This is an optimization exercise on Yosys and OpenROAD, whose aim is small area, not a production implementation. The RTL was checked by simulation tests, not by an equivalence proof against the original design.

==> amber <==
==> flow/design.v <==
package regfile_pkg;
  localparam int DEF_DATA_W = 32;
  localparam int DEF_ADDR_W = 5;
endpackage
module rf_aoi
#(
  parameter int M = 3
) (
  input  logic [M-1:0] d,
  input  logic [M-1:0] s,
  output logic         y_n
);
  assign y_n = !(|(d & s));
endmodule
module rf_rdbit
#(
  parameter int N = 32
) (
  input  logic [N-1:0] d,
  input  logic [N-1:0] s,
  output logic         y
);
  localparam int G = (N + 2) / 3;    
  logic [G-1:0] g_n;
  for (genvar g = 0; g < G; g++) begin : g_grp
    localparam int M = (3*g + 3 <= N) ? 3 : N - 3*g;
    rf_aoi #(.M(M)) u_aoi (.d(d[3*g +: M]), .s(s[3*g +: M]), .y_n(g_n[g]));
  end
  assign y = !(&g_n);
endmodule
module rf_pre
#(
  parameter int W  = 2,
  parameter int EN = 1
) (
  input  logic [W-1:0]    a,
  input  logic            en,
  output logic [2**W-1:0] y_n
);
  always_comb begin
    for (int i = 0; i < 2**W; i++) y_n[i] = !(((EN == 0) || en) && (a == W'(i)));
  end
endmodule
module rf_nor2 (
  input  logic a,
  input  logic b,
  output logic y
);
  assign y = !(a || b);
endmodule
module rf_dec
#(
  parameter int EN = 1
) (
  input  logic [4:0]  a,
  input  logic        en,
  output logic [31:0] y
);
  logic [3:0] lo_n;
  logic [7:0] hi_n;
  rf_pre #(.W(2), .EN(EN)) u_lo (.a(a[1:0]), .en(en), .y_n(lo_n));
  rf_pre #(.W(3), .EN(0))  u_hi (.a(a[4:2]), .en(1'b1), .y_n(hi_n));
  for (genvar i = 0; i < 32; i++) begin : g_y
    rf_nor2 u_nor (.a(lo_n[i % 4]), .b(hi_n[i / 4]), .y(y[i]));
  end
endmodule
module rf_popcnt (
  input  logic [30:0] v,
  output logic [5:0]  n
);
  logic [55:0] t;
  rf_fa u_fa0 (.a(v[0]), .b(v[1]), .c(v[2]), .s(t[0]), .co(t[1]));
  rf_fa u_fa1 (.a(v[3]), .b(v[4]), .c(v[5]), .s(t[2]), .co(t[3]));
  rf_fa u_fa2 (.a(v[6]), .b(v[7]), .c(v[8]), .s(t[4]), .co(t[5]));
  rf_fa u_fa3 (.a(v[9]), .b(v[10]), .c(v[11]), .s(t[6]), .co(t[7]));
  rf_fa u_fa4 (.a(v[12]), .b(v[13]), .c(v[14]), .s(t[8]), .co(t[9]));
  rf_fa u_fa5 (.a(v[15]), .b(v[16]), .c(v[17]), .s(t[10]), .co(t[11]));
  rf_fa u_fa6 (.a(v[18]), .b(v[19]), .c(v[20]), .s(t[12]), .co(t[13]));
  rf_fa u_fa7 (.a(v[21]), .b(v[22]), .c(v[23]), .s(t[14]), .co(t[15]));
  rf_fa u_fa8 (.a(v[24]), .b(v[25]), .c(v[26]), .s(t[16]), .co(t[17]));
  rf_fa u_fa9 (.a(v[27]), .b(v[28]), .c(v[29]), .s(t[18]), .co(t[19]));
  rf_fa u_fa10 (.a(t[0]), .b(t[2]), .c(t[4]), .s(t[20]), .co(t[21]));
  rf_fa u_fa11 (.a(t[6]), .b(t[8]), .c(t[10]), .s(t[22]), .co(t[23]));
  rf_fa u_fa12 (.a(t[12]), .b(t[14]), .c(t[16]), .s(t[24]), .co(t[25]));
  rf_fa u_fa13 (.a(t[1]), .b(t[3]), .c(t[5]), .s(t[26]), .co(t[27]));
  rf_fa u_fa14 (.a(t[7]), .b(t[9]), .c(t[11]), .s(t[28]), .co(t[29]));
  rf_fa u_fa15 (.a(t[13]), .b(t[15]), .c(t[17]), .s(t[30]), .co(t[31]));
  rf_fa u_fa16 (.a(t[20]), .b(t[22]), .c(t[24]), .s(t[32]), .co(t[33]));
  rf_fa u_fa17 (.a(t[21]), .b(t[23]), .c(t[25]), .s(t[34]), .co(t[35]));
  rf_fa u_fa18 (.a(t[26]), .b(t[28]), .c(t[30]), .s(t[36]), .co(t[37]));
  rf_fa u_fa19 (.a(t[27]), .b(t[29]), .c(t[31]), .s(t[38]), .co(t[39]));
  rf_fa u_fa20 (.a(t[32]), .b(t[18]), .c(v[30]), .s(t[40]), .co(t[41]));
  rf_fa u_fa21 (.a(t[33]), .b(t[34]), .c(t[36]), .s(t[42]), .co(t[43]));
  rf_fa u_fa22 (.a(t[35]), .b(t[37]), .c(t[38]), .s(t[44]), .co(t[45]));
  rf_fa u_fa23 (.a(t[41]), .b(t[42]), .c(t[19]), .s(t[46]), .co(t[47]));
  rf_ha u_ha0 (.a(t[45]), .b(t[39]), .s(t[48]), .co(t[49]));
  rf_fa u_fa24 (.a(t[47]), .b(t[43]), .c(t[44]), .s(t[50]), .co(t[51]));
  rf_ha u_ha1 (.a(t[51]), .b(t[48]), .s(t[52]), .co(t[53]));
  rf_ha u_ha2 (.a(t[53]), .b(t[49]), .s(t[54]), .co(t[55]));
  assign n = {t[55], t[54], t[52], t[50], t[46], t[40]};
endmodule
module rf_fa (
  input  logic a,
  input  logic b,
  input  logic c,
  output logic s,
  output logic co
);
  assign s  = a ^ b ^ c;
  assign co = (a & b) | (a & c) | (b & c);
endmodule
module rf_ha (
  input  logic a,
  input  logic b,
  output logic s,
  output logic co
);
  assign s  = a ^ b;
  assign co = a & b;
endmodule
module banco_registros_sb
#(
  parameter int DATA_W   = regfile_pkg::DEF_DATA_W,
  parameter int ADDR_W   = regfile_pkg::DEF_ADDR_W,
  parameter int N_RD     = 2,
  parameter int ZERO_REG = 1,
  parameter int BYPASS   = 1
) (
  input  logic                     clk,
  input  logic                     rst_n,
  input  logic [N_RD*ADDR_W-1:0]   ra,
  output logic [N_RD*DATA_W-1:0]   dr,
  output logic [N_RD-1:0]          rbusy,
  input  logic                     we,
  input  logic [ADDR_W-1:0]        wa,
  input  logic [DATA_W-1:0]        wd,
  input  logic                     rsv,
  input  logic [ADDR_W-1:0]        rsv_a,
  output logic [2**ADDR_W-1:0]     pend,
  output logic [ADDR_W:0]          nbusy
);
  localparam int DEPTH = 2**ADDR_W;
  logic [DEPTH-1:0]  wr_all, rsv_all;
  logic [DEPTH-1:1]  wr_dec;     
  logic [DEPTH-1:1]  rsv_dec;    
  logic [DEPTH-1:1]  vld;        
  logic [DEPTH-1:1]  p;          
  logic [DATA_W-1:0] banco [DEPTH-1:1];
  logic              wclr;       
  rf_dec #(.EN(1)) u_wdec (.a(wa),    .en(we),  .y(wr_all));
  rf_dec #(.EN(1)) u_rdec (.a(rsv_a), .en(rsv), .y(rsv_all));
  assign wr_dec  = wr_all[DEPTH-1:1];
  assign rsv_dec = rsv_all[DEPTH-1:1];
  assign wclr = we && !(rsv && (rsv_a == wa));
  for (genvar i = 1; i < DEPTH; i++) begin : g_reg
    always_ff @(posedge clk) begin
      if (wr_dec[i]) banco[i] <= wd;
    end
    always_ff @(posedge clk or negedge rst_n) begin
      if (!rst_n)         vld[i] <= 1'b0;
      else if (wr_dec[i]) vld[i] <= 1'b1;
    end
  end
  always_ff @(posedge clk or negedge rst_n) begin
    if (!rst_n) p <= '0;
    else        p <= rsv_dec | (p & ~wr_dec);
  end
  assign pend = {p, 1'b0};
  rf_popcnt u_cnt (.v(p), .n(nbusy));
  for (genvar k = 0; k < N_RD; k++) begin : g_rd
    logic [ADDR_W-1:0] ra_k;
    logic [DEPTH-1:0]  hit_all;
    logic [DEPTH-1:1]  hit_r;    
    logic [DEPTH-1:0]  sel;      
    logic              hit, fwd, bz;
    assign ra_k = ra[k*ADDR_W +: ADDR_W];
    assign hit  = (wa == ra_k) && (ra_k != '0);
    assign fwd  = rst_n && we && hit;
    rf_dec #(.EN(0)) u_adec (.a(ra_k), .en(1'b1), .y(hit_all));
    assign hit_r = hit_all[DEPTH-1:1];
    assign sel = {hit_r & vld & {(DEPTH-1){!fwd}}, fwd};
    for (genvar b = 0; b < DATA_W; b++) begin : g_bit
      logic [DEPTH-1:0] col;
      always_comb begin
        col[0] = wd[b];
        for (int i = 1; i < DEPTH; i++) col[i] = banco[i][b];
      end
      rf_rdbit #(.N(DEPTH)) u_bit (.d(col), .s(sel), .y(dr[k*DATA_W + b]));
    end
    rf_rdbit #(.N(DEPTH-1)) u_busy (.d(p), .s(hit_r), .y(bz));
    assign rbusy[k] = bz && !(wclr && hit);
  end
endmodule
==> flow/flow/run.sh <==
#!/bin/bash
# The standard layout, with these changes to how it is made:
#  - after floorplan, combinational cells that synthesis upsized are swapped
#    for the smallest cell of the same function (downsize.tcl); placement's
#    repair then sizes up only where needed;
#  - port buffers are the smallest buffer (buf_1) instead of the delay cell
#    buffer_ports picks by default;
#  - clock tree synthesis uses small clock buffers with small sink clusters
#    and inserts no dummy loads;
# Each ORFS step keeps its full log under orfs/logs/; make's own output and
# the downsizing step's output go to their own logs here.
set -euo pipefail
HERE=$(pwd)
export BUFFER_PORTS_ARGS="-buffer_cell sky130_fd_sc_hd__buf_1"
export CTS_ARGS="-sink_clustering_enable -repair_clock_nets -dont_use_dummy_load -buf_list sky130_fd_sc_hd__clkbuf_4 -sink_clustering_size 8 -sink_clustering_max_diameter 50"
bash standard.sh floorplan > "$HERE/flow_make_floorplan.log" 2>&1
R="$HERE/orfs/results/$FLOW_PLATFORM/banco_registros_sb/base"
PLATFORM_DIR="$FLOW_HOME/platforms/$FLOW_PLATFORM" ODB_IN="$R/2_floorplan.odb" ODB_OUT="$R/2_floorplan.odb" \
  openroad -no_init -exit "$HERE/flow/downsize.tcl" > "$HERE/flow_downsize.log" 2>&1
bash standard.sh > "$HERE/flow_make_finish.log" 2>&1
==> flow/flow/downsize.tcl <==
# Swap each combinational cell that synthesis left at a higher drive strength
# for the smallest-area cell of the same function (same name but for the
# drive suffix). Placement's repair then upsizes or buffers only where slew,
# capacitance or timing need it. Registers and clock cells are not touched.
read_lef $::env(PLATFORM_DIR)/lef/sky130_fd_sc_hd.tlef
read_lef $::env(PLATFORM_DIR)/lef/sky130_fd_sc_hd_merged.lef
read_liberty $::env(PLATFORM_DIR)/lib/sky130_fd_sc_hd__tt_025C_1v80.lib
read_db $::env(ODB_IN)

set db [ord::get_db]
array set best {}
foreach lib [$db getLibs] {
  foreach m [$lib getMasters] {
    set n [$m getName]
    if {![regexp {^(sky130_fd_sc_hd__[a-z0-9]+)_(\d+)$} $n -> base drive]} continue
    if {[regexp {^sky130_fd_sc_hd__(df|edf|sdf|sedf|dl|sdl|clk|lpflow|probe|tap|fill|decap|diode|conb|buf|inv|bufinv|bufbuf|ebuf|einv)} $n]} continue
    set a [expr {[$m getWidth] * [$m getHeight]}]
    if {![info exists best($base)] || $a < [lindex $best($base) 1]} {
      set best($base) [list $n $a]
    }
  }
}

set swapped 0
set saved 0.0
foreach inst [[ord::get_db_block] getInsts] {
  set m [$inst getMaster]
  set n [$m getName]
  if {![regexp {^(sky130_fd_sc_hd__[a-z0-9]+)_(\d+)$} $n -> base drive]} continue
  if {![info exists best($base)]} continue
  lassign $best($base) bn ba
  set a [expr {[$m getWidth] * [$m getHeight]}]
  if {$bn eq $n || $ba >= $a} continue
  replace_cell [$inst getName] $bn
  incr swapped
  set saved [expr {$saved + ($a - $ba) / 1e6}]
}
puts "downsize: swapped $swapped cells, saved [format %.1f $saved] um2"
write_db $::env(ODB_OUT)
==> flow/standard.sh <==
#!/bin/bash
# synth_recipe.tcl (not shown) runs the flow's synth.tcl, then flattens the netlist and writes it again
# the make line also repeats each setting of config.mk as NAME=value (left out here)
make -C /OpenROAD-flow-scripts/flow DESIGN_CONFIG=/design/flow/config.mk WORK_HOME=/design/flow/orfs CLKGATE_MAP_FILE= SYNTH_SCRIPT=/design/flow/synth_recipe.tcl "${@:-finish}"
==> flow/config.mk <==
export PLATFORM = sky130hd
export DESIGN_NAME = banco_registros_sb
export DESIGN_NICKNAME = banco_registros_sb
export VERILOG_FILES = /design/flow/design.v
export SDC_FILE = /design/flow/constraint.sdc
export NUM_CORES = 4
export LEC_CHECK = 0
export CAP_MARGIN = 20
export CORE_MARGIN = 2
export CORE_UTILIZATION = 40
export SLEW_MARGIN = 20
export SYNTH_HIERARCHICAL = 1
export SYNTH_MINIMUM_KEEP_SIZE = 0
==> flow/constraint.sdc <==
create_clock -name core_clock -period 8.0 [get_ports {clk}]
set_input_delay 1.6000 -clock core_clock [delete_from_list [all_inputs] [get_ports {clk}]]
set_output_delay 1.6000 -clock core_clock [all_outputs]
set_load 0.01 [all_outputs]
==> pepper: changes against amber <==
--- a/flow/flow/run.sh
+++ b/flow/flow/run.sh
@@ -8,4 +8,6 @@
 #  - clock tree synthesis uses small clock buffers with small sink clusters
 #    and inserts no dummy loads;
+#  - after global routing, cells off the critical paths are sized down
+#    (repair_timing -recover_power).
 # Each ORFS step keeps its full log under orfs/logs/; make's own output and
 # the downsizing step's output go to their own logs here.
@@ -14,4 +16,5 @@
 export BUFFER_PORTS_ARGS="-buffer_cell sky130_fd_sc_hd__buf_1"
 export CTS_ARGS="-sink_clustering_enable -repair_clock_nets -dont_use_dummy_load -buf_list sky130_fd_sc_hd__clkbuf_4 -sink_clustering_size 8 -sink_clustering_max_diameter 50"
+export RECOVER_POWER=100
 bash standard.sh floorplan > "$HERE/flow_make_floorplan.log" 2>&1
 R="$HERE/orfs/results/$FLOW_PLATFORM/banco_registros_sb/base"
==> impl_metrics.env <==
export IMPL_drv_cap=0
export IMPL_syn2layout_area_growth_pct=9.90
export IMPL_finish_instance_area_um2=47200
export IMPL_finalCriticalPeriod_ns=7.14
export IMPL_path_cells="buf_1, or4_1, o211a_1, nand4_1, buf_4, and3_1, buf_4, a222oi_1, nand4_1, or3_1, buf_1"
export IMPL_pwr_share_seq=0.590
export IMPL_slew_headroom=0.151
export IMPL_wl_met2_um=72900
export IMPL_cellPowerDensity_nw_per_um2=227
export IMPL_n_antenna_cell=8
export IMPL_drt_iter0_drc=8955
export IMPL_swShare=0.283
export IMPL_finalPower_uw=10700
export IMPL_switchingPower_uw=3030
export IMPL_status="timing/DRC/antenna clean"
Source of the figures above: amber

==> impl_metrics.env <==
export IMPL_swShare=0.283
export IMPL_finalPower_uw=10700
export IMPL_switchingPower_uw=3030
export IMPL_path_cells="clkbuf_1, or4_1, o211a_1, nand4_1, clkbuf_1, and3_2, a222oi_1, nand4_1, or3_1, buf_1"
export IMPL_finalMaxSlewViolations=1487
export IMPL_drv_cap=48
export IMPL_status="complete, but fails checks"
export IMPL_failed_layout_checks="capacitance limit, slew limit"
export IMPL_slew_headroom=-1.45
export IMPL_finalCriticalPeriod_ns=7.49
Source of the figures above: pepper

## afterwards: timing with drivers on the ports
Ports are ideal in the flow. The routed layouts listed here were re-timed in OpenROAD.
Step 1, drivers: a clkbuf_16 drives clk and a buf_2 each remaining input, both assumed.
Step 2 also shifts input and output timing later by t, the mid clock arrival at the registers, as if the neighbouring blocks saw the same clock.
Three values: no drivers, after step 1, after step 2; two values: the first two.
run	shift t [ns]	setup WS [ns]	hold WS [ns]	worst register clock-pin slew, ns
amber	1.146	0.856 / 0.834 / 0.834	0.497 / 0.497 / 0.497	0.10 / 0.10
pepper	1.148	0.512 / 0.488 / 0.488	0.490 / 0.490 / 0.490	0.10 / 0.10
For pepper, which loses most, drivers alone change the setup slack by -0.024 ns; drivers and shift together by -0.024 ns.
